From an optimization exercise on the open Yosys and OpenROAD flow, aimed at small area, a short achievable clock period and few clock cycles; shortcuts taken in it are not production practice.
In this exercise RTL edits were held to simulation tests only and were not proved equivalent to the original.
Power and IR drop assume default switching activity.

== JK ==
// mulDivUnit
module mulDivUnit (
	input  logic Clock,
	input  logic rstN,
	input  logic wbCyc,
	input  logic wbStb,
	input  logic wbWe,
	input  logic [4:0] wbAdr,
	input  logic [32-1:0] wbDatW,
	output logic [32-1:0] wbDatR,
	output logic wbAck
);
==> flow/config.mk <==
export PLATFORM = sky130hd
export DESIGN_NAME = mulDivUnit
export DESIGN_NICKNAME = mulDivUnit
export VERILOG_FILES = /design/flow/design.v
export SDC_FILE = /design/flow/constraint.sdc
export NUM_CORES = 4
export LEC_CHECK = 0
export CAP_MARGIN = 20
export CORE_MARGIN = 2
export CORE_UTILIZATION = 40
export SETUP_SLACK_MARGIN = 1.1
export SLEW_MARGIN = 20
==> flow/constraint.sdc <==
create_clock -name core_clock -period 5.5 [get_ports {Clock}]
set_input_delay 1.1000 -clock core_clock [delete_from_list [all_inputs] [get_ports {Clock}]]
set_output_delay 1.1000 -clock core_clock [all_outputs]
set_load 0.01 [all_outputs]
run.sh (not shown) runs the stock make flow with config.mk's settings and CLKGATE_MAP_FILE= SYNTH_SCRIPT=/design/flow/synth_recipe.tcl, a recipe that flattens the netlist after the stock synthesis.
Testbench counts of JK, summed over its fixed seeds: cycles 32,091.
--- input diff JK..MS ---
==> flow/flow/run.sh (new file) <==
#!/bin/bash
# The standard layout (standard.sh: the standard synthesis, floorplan, power
# grid, placement, clock tree, routing), with one change: the buffers that
# buffer_ports puts on every input and output port are sky130_fd_sc_hd__buf_2
# cells instead of the delay buffers it picks by default, which are larger and
# slower. The full make output goes to standard_make.log in the work folder.
set -euo pipefail
bash standard.sh "BUFFER_PORTS_ARGS=-buffer_cell sky130_fd_sc_hd__buf_1" finish > standard_make.log 2>&1
test -f out/final.def
==> flow/standard.sh (new file) <==
#!/bin/bash
# synth_recipe.tcl (not shown) runs the flow's synth.tcl, then flattens the netlist and writes it again
# the make line also repeats each setting of config.mk as NAME=value (left out here)
make -C /OpenROAD-flow-scripts/flow DESIGN_CONFIG=/design/flow/config.mk WORK_HOME=/design/flow/orfs CLKGATE_MAP_FILE= SYNTH_SCRIPT=/design/flow/synth_recipe.tcl "${@:-finish}"
--- a/flow/config.mk
+++ b/flow/config.mk
@@ -9,4 +9,5 @@
 export CORE_MARGIN = 2
 export CORE_UTILIZATION = 40
-export SETUP_SLACK_MARGIN = 1.1
+export CTS_BUF_LIST = sky130_fd_sc_hd__clkbuf_4 sky130_fd_sc_hd__clkbuf_8
+export SETUP_SLACK_MARGIN = 1.6
 export SLEW_MARGIN = 20
removed: flow/run.sh
--- outcome ---
MS reached the end of the flow, and the finished layout is clean on the timing, DRC and antenna checks.
Delta (MS minus JK): half-perimeter wire length of the detailed placement result barely changed, clock network power share dropped 1.8 points.
Transition at the pin with the smallest max-transition slack down 0.11 ns in MS wrt JK
Max critical path depth across MS and JK: MS
MS vs. JK: combinational share of power lost 0.2 points; setup slack rose by 0.44 ns; detailed-router iteration count before antenna repair +3; core area level.
Measured against MS, the total of plain and repair buffers excluding clock buffers of JK comes out at 0.823 times the reference value.
Relative to MS, the following input files were edited for AL:
==> flow/run.sh (new file) <==
#!/bin/bash
# synth_recipe.tcl (not shown) runs the flow's synth.tcl, then flattens the netlist and writes it again
# the make line also repeats each setting of config.mk as NAME=value (left out here)
make -C /OpenROAD-flow-scripts/flow DESIGN_CONFIG=/design/flow/config.mk WORK_HOME=/design/flow/orfs CLKGATE_MAP_FILE= SYNTH_SCRIPT=/design/flow/synth_recipe.tcl finish
removed: flow/flow/run.sh
removed: flow/standard.sh
==> comparison <==
- In the metrics for MS and AL, the one carrying the lower minimum setup slack after placement is AL.
- Area: AL vs MS -> AL larger
- Re area of the die: no difference whatsoever between MS and AL.
- Detailed-routing iteration count for the pre-antenna-repair pass was higher in the run labelled MS.
Input-level comparison between TR and AL:
==> flow/flow/run.sh (new file) <==
#!/bin/bash
# The standard layout (standard.sh: the standard synthesis, floorplan, power
# grid, placement, clock tree, routing), with one change: the buffers that
# buffer_ports puts on every input and output port are sky130_fd_sc_hd__buf_2
# cells instead of the delay buffers it picks by default, which are larger and
# slower. The full make output goes to standard_make.log in the work folder.
set -euo pipefail
bash standard.sh "BUFFER_PORTS_ARGS=-buffer_cell sky130_fd_sc_hd__buf_2" finish > standard_make.log 2>&1
test -f out/final.def
==> flow/standard.sh (new file) <==
#!/bin/bash
# synth_recipe.tcl (not shown) runs the flow's synth.tcl, then flattens the netlist and writes it again
# the make line also repeats each setting of config.mk as NAME=value (left out here)
make -C /OpenROAD-flow-scripts/flow DESIGN_CONFIG=/design/flow/config.mk WORK_HOME=/design/flow/orfs CLKGATE_MAP_FILE= SYNTH_SCRIPT=/design/flow/synth_recipe.tcl "${@:-finish}"
--- a/flow/config.mk
+++ b/flow/config.mk
@@ -9,5 +9,4 @@
 export CORE_MARGIN = 2
 export CORE_UTILIZATION = 40
-export CTS_BUF_LIST = sky130_fd_sc_hd__clkbuf_4 sky130_fd_sc_hd__clkbuf_8
 export SETUP_SLACK_MARGIN = 1.6
 export SLEW_MARGIN = 20
removed: flow/run.sh
--- outcome ---
- On sum of routed wire length over all layers, TR and AL are basically level.
- AL -> TR: final non-filler cell total increased slightly
- Between TR and AL, share of total power in the clock network is lower for AL, TR comes in above that.
- Critical path's largest stage delay, TR and AL: lower on AL
- Worst-path cell with the longest stage delay: sky130_fd_sc_hd__clkdlybuf4s50_1 -> AL, sky130_fd_sc_hd__nor4_1 -> TR

The RTL this note starts from:
==> flow/design.v <==
`timescale 1ns/1ps
`default_nettype none
package mulDivPkg;
	typedef enum logic {
		OpMul = 1'b0,
		OpDiv = 1'b1
	} mulDivOp;
	typedef struct packed {
		logic cyc;
		logic stb;
		logic we;
		logic [4:0] adr;
		logic [32-1:0] datW;
	} wbReq;
	typedef struct packed {
		logic [32-1:0] datR;
		logic ack;
	} wbRsp;
	typedef struct packed {
		logic [32-1:0] hi;
		logic [32-1:0] lo;
	} hiLo;
endpackage
`default_nettype wire
`timescale 1ns/1ps
`default_nettype none
module mulDivUnit (
	input  logic Clock,
	input  logic rstN,
	input  logic wbCyc,
	input  logic wbStb,
	input  logic wbWe,
	input  logic [4:0] wbAdr,
	input  logic [32-1:0] wbDatW,
	output logic [32-1:0] wbDatR,
	output logic wbAck
);
	localparam int W = 32;
	logic [W-1:0] opA;
	logic [W-1:0] opB;
	logic [W-1:0] hi;      
	logic [W-1:0] lo;      
	logic [W-1:0] dvs;     
	logic selXDiv;         
	logic selXHi;          
	logic selYOne;         
	logic selYTwo;         
	logic selYLo;          
	logic inv;             
	logic cin;
	logic negA;            
	logic negQ;            
	logic exact;           
	logic divZero;
	logic sMul;
	logic sDiv;
	logic sFix1;
	logic sFix2;
	logic [4:0] count;
	logic req;
	logic wr;
	logic [2:0] word;
	logic start;
	logic last;
	logic busy;
	assign req = wbCyc && wbStb;
	assign wr = req && wbWe;
	assign word = wbAdr[4:2];
	assign wbAck = req;
	assign busy = sMul || sDiv || sFix1 || sFix2;
	assign start = wr && (word == 3'd2) && !busy;
	assign last = (sMul && count[3:0] == 4'd15) || (sFix1 && !negA && !negQ) || sFix2;
	always_comb begin
		case (word)
			3'd0: wbDatR = opA;
			3'd1: wbDatR = opB;
			3'd3: wbDatR = {{(W-2){1'b0}}, divZero, busy && !last};
			3'd4: wbDatR = lo;
			3'd5: wbDatR = hi;
			default: wbDatR = '0;
		endcase
	end
	logic [1:0] skip;
	logic bigDvs8;
	logic bigDvs16;
	logic bigDvs24;
	assign bigDvs24 = (opB[W-1:25] != {(W-25){opB[W-1]}});
	assign bigDvs16 = (opB[W-1:17] != {(W-17){opB[W-1]}});
	assign bigDvs8 = (opB[W-1:9] != {(W-9){opB[W-1]}});
	assign skip = bigDvs24 ? 2'd3 : bigDvs16 ? 2'd2 : bigDvs8 ? 2'd1 : 2'd0;
	function automatic logic [2:0] boothDigit(input logic [2:0] b);
		boothDigit[2] = (b == 3'b011) || (b == 3'b100);
		boothDigit[1] = b[2] && !(b[1] && b[0]);
		boothDigit[0] = (b == 3'b000) || (b == 3'b111);
	endfunction
	logic [W+1:0] x;
	logic [W+1:0] y;
	logic [W+1:0] sum;
	logic wrongSide;       
	assign wrongSide = hi[W-1] ^ negA;
	assign exact = negA && (dvs == '0);
	assign x = ({(W+2){selXDiv}} & {hi[W-1], hi, lo[W-1]})
		| ({(W+2){selXHi}} & {{2{hi[W-1]}}, hi});
	assign y = ({(W+2){selYOne}} & {{2{dvs[W-1]}}, dvs})
		| ({(W+2){selYTwo}} & {dvs[W-1], dvs, 1'b0})
		| ({(W+2){selYLo}} & {2'b0, lo});
	logic startMul;
	logic startDiv;
	logic nMul;
	logic nDiv;
	logic nFix1;
	logic nFix2;
	logic [2:0] digit;     
	logic nDivInv;         
	assign startMul = start && !wbDatW[0];
	assign startDiv = start && wbDatW[0] && (opB != '0);
	assign nMul = rstN && (startMul || (sMul && count[3:0] != 4'd15));
	assign nDiv = rstN && (startDiv || (sDiv && count != 5'd31));
	assign nFix1 = rstN && sDiv && count == 5'd31;
	assign nFix2 = rstN && sFix1 && (negA || negQ);
	assign digit = sMul ? boothDigit(lo[3:1]) : boothDigit({opA[1:0], 1'b0});
	assign nDivInv = sDiv ? !(sum[W-1] ^ dvs[W-1]) : !(opA[W-1] ^ opB[W-1]);
	always_ff @(posedge Clock) begin
		selXDiv <= nDiv;
		selXHi <= nMul || nFix1;
		selYOne <= nDiv || nFix1 || (nMul && !digit[2] && !digit[0]);
		selYTwo <= nMul && digit[2];
		selYLo <= nFix2;
		inv <= (nMul && digit[1]) || ((nDiv || nFix1) && nDivInv);
		cin <= (nMul && digit[1]) || ((nDiv || nFix1) && nDivInv) || nFix2;
	end
	assign sum = x + (y ^ {(W+2){inv}}) + {{(W+1){1'b0}}, cin};
	always_ff @(posedge Clock) begin
		if (!rstN) begin
			sMul <= 1'b0;
			sDiv <= 1'b0;
			sFix1 <= 1'b0;
			sFix2 <= 1'b0;
			count <= '0;
			hi <= '0;
			lo <= '0;
			divZero <= 1'b0;
		end else begin
			if (start) begin
				if (!wbDatW[0]) begin
					hi <= '0;
					lo <= opA;
					count <= '0;
					divZero <= 1'b0;
					sMul <= 1'b1;
				end else if (opB == '0) begin
					hi <= '0;
					lo <= '0;
					divZero <= 1'b1;
				end else begin
					case (skip)
						2'd3: begin
							hi <= {{8{opA[W-1]}}, opA[W-1:8]};
							lo <= {opA[7:0], {24{opA[W-1] ^ opB[W-1]}}};
						end
						2'd2: begin
							hi <= {{16{opA[W-1]}}, opA[W-1:16]};
							lo <= {opA[15:0], {16{opA[W-1] ^ opB[W-1]}}};
						end
						2'd1: begin
							hi <= {{24{opA[W-1]}}, opA[W-1:24]};
							lo <= {opA[23:0], {8{opA[W-1] ^ opB[W-1]}}};
						end
						default: begin
							hi <= {W{opA[W-1]}};
							lo <= opA;
						end
					endcase
					count <= {skip, 3'd0};
					divZero <= 1'b0;
					sDiv <= 1'b1;
				end
			end
			if (sMul) begin
				hi <= sum[W+1:2];
				lo <= {sum[1:0], lo[W-1:2]};
				count <= count + 1'b1;
				if (count[3:0] == 4'd15) sMul <= 1'b0;
			end
			if (sDiv) begin
				hi <= sum[W-1:0];
				lo <= {lo[W-2:0], sum[W+1] ^ !dvs[W-1]};
				count <= count + 1'b1;
				if (count == 5'd31) begin
					sDiv <= 1'b0;
					sFix1 <= 1'b1;
				end
			end
			if (sFix1) begin
				if (wrongSide) hi <= sum[W-1:0];
				sFix1 <= 1'b0;
				sFix2 <= negA || negQ;
			end
			if (sFix2) begin
				if (negQ ^ exact) lo <= sum[W-1:0];
				if (exact) hi <= '0;
				sFix2 <= 1'b0;
			end
		end
	end
	always_ff @(posedge Clock) begin
		if (!busy) begin
			if (start) begin
				dvs <= opB;
				negA <= opA[W-1];
				negQ <= opA[W-1] ^ opB[W-1];
			end
		end
		if (sFix1) begin
			dvs <= wrongSide ? hi : sum[W-1:0];
		end
	end
	always_ff @(posedge Clock) begin
		if (!rstN) begin
			opA <= '0;
			opB <= '0;
		end else begin
			if (wr && word == 3'd0) opA <= wbDatW;
			if (wr && word == 3'd1) opB <= wbDatW;
		end
	end
endmodule
`default_nettype wire
clock: 5.5 ns
lec_check: 0
cap_margin: 20
core_margin: 2
core_utilization: 40
setup_slack_margin: 2.1
slew_margin: 20
Stock flow here: none of the scripts above is used.
Testbench counts at the start, summed over its fixed seeds: cycles 32,091.
Then changed:
==> flow/flow/run.sh (new file) <==
#!/bin/bash
# The standard layout (standard.sh: the standard synthesis, floorplan, power
# grid, placement, clock tree, routing), with one change: the buffers that
# buffer_ports puts on every input and output port are sky130_fd_sc_hd__buf_2
# cells instead of the delay buffers it picks by default, which are larger and
# slower. The full make output goes to standard_make.log in the work folder.
set -euo pipefail
bash standard.sh "BUFFER_PORTS_ARGS=-buffer_cell sky130_fd_sc_hd__buf_2" finish > standard_make.log 2>&1
test -f out/final.def
==> flow/standard.sh (new file) <==
#!/bin/bash
# synth_recipe.tcl (not shown) runs the flow's synth.tcl, then flattens the netlist and writes it again
# the make line also repeats each setting of config.mk as NAME=value (left out here)
make -C /OpenROAD-flow-scripts/flow DESIGN_CONFIG=/design/flow/config.mk WORK_HOME=/design/flow/orfs CLKGATE_MAP_FILE= SYNTH_SCRIPT=/design/flow/synth_recipe.tcl "${@:-finish}"
--- a/flow/config.mk
+++ b/flow/config.mk
@@ -11 +11,2 @@
-export SETUP_SLACK_MARGIN = 2.1
+export CTS_BUF_LIST = sky130_fd_sc_hd__clkbuf_4 sky130_fd_sc_hd__clkbuf_8
+export SETUP_SLACK_MARGIN = 1.6
removed: flow/run.sh
Result:
- flip-flop and latch count stays the same
- sequential power is about the same
- area after synthesis is unchanged
- hold slack gets worse by 0.0032 ns
Then changed:
--- a/flow/config.mk
+++ b/flow/config.mk
@@ -10 +10 @@
-export CORE_UTILIZATION = 40
+export CORE_UTILIZATION = 50
What happened:
- cell area is lower by 1.5%
- setup slack improved by 0.059 ns
- core utilization is higher by 11 points
- global-route usage is higher by 6.7 points
- via count barely changes
- die area is lower by 20%
- maximum frequency is higher by 1.5%
- area after synthesis does not change
- flip-flop and latch count is unchanged
- synthesized cell count does not change
Then changed:
==> flow/run.sh (new file) <==
#!/bin/bash
# synth_recipe.tcl (not shown) runs the flow's synth.tcl, then flattens the netlist and writes it again
# the make line also repeats each setting of config.mk as NAME=value (left out here)
make -C /OpenROAD-flow-scripts/flow DESIGN_CONFIG=/design/flow/config.mk WORK_HOME=/design/flow/orfs CLKGATE_MAP_FILE= SYNTH_SCRIPT=/design/flow/synth_recipe.tcl finish
--- a/flow/config.mk
+++ b/flow/config.mk
@@ -10,2 +10 @@
-export CORE_UTILIZATION = 50
-export CTS_BUF_LIST = sky130_fd_sc_hd__clkbuf_4 sky130_fd_sc_hd__clkbuf_8
+export CORE_UTILIZATION = 40
@@ -13,0 +13 @@
+export TNS_END_PERCENT = 5
removed: flow/flow/run.sh
removed: flow/standard.sh
The changed run ran to the end with no violations; clock-buffer cell count is unchanged; clock power increases by about 20%; fmax falls by 4.9%; setup slack is worse by 0.20 ns.

re-timing with driven ports:
Ports are ideal in the flow. The routed layouts listed here were re-timed in OpenROAD. Step 1 (the two cells are an assumption about what drives the block):
set clk [get_ports {Clock}]
set_driving_cell -lib_cell sky130_fd_sc_hd__clkbuf_16 $clk
set_driving_cell -lib_cell sky130_fd_sc_hd__buf_2 [delete_from_list [all_inputs] $clk]
Step 2 also shifts input and output timing later by t, the mid clock arrival at the registers, as if the neighbouring blocks saw the same clock. Slacks: ideal ports / drivers / drivers and shift; pairs: ideal ports / drivers.
run	t, ns	setup slack, ns	worst register clock-pin slew, ns
JK	0.498	1.248 / 1.227 / 1.203	0.08 / 0.08
MS	0.539	1.692 / 1.669 / 1.335	0.10 / 0.10
AL	0.550	1.649 / 1.626 / 1.249	0.11 / 0.11
TR	0.492	1.619 / 1.619 / 1.305	0.08 / 0.08
the first run of note 2	0.488	1.829 / 1.826 / 1.723	0.08 / 0.08
the second run of note 2	0.533	1.634 / 1.634 / 1.301	0.11 / 0.11
the third run of note 2	0.517	1.692 / 1.672 / 1.267	0.11 / 0.11
the fourth run of note 2	0.496	1.494 / 1.472 / 1.234	0.07 / 0.07
After both steps every run listed still meets setup and hold. For the third run of note 2, which loses most, drivers alone change the setup slack by -0.020 ns; drivers and shift together by -0.425 ns.
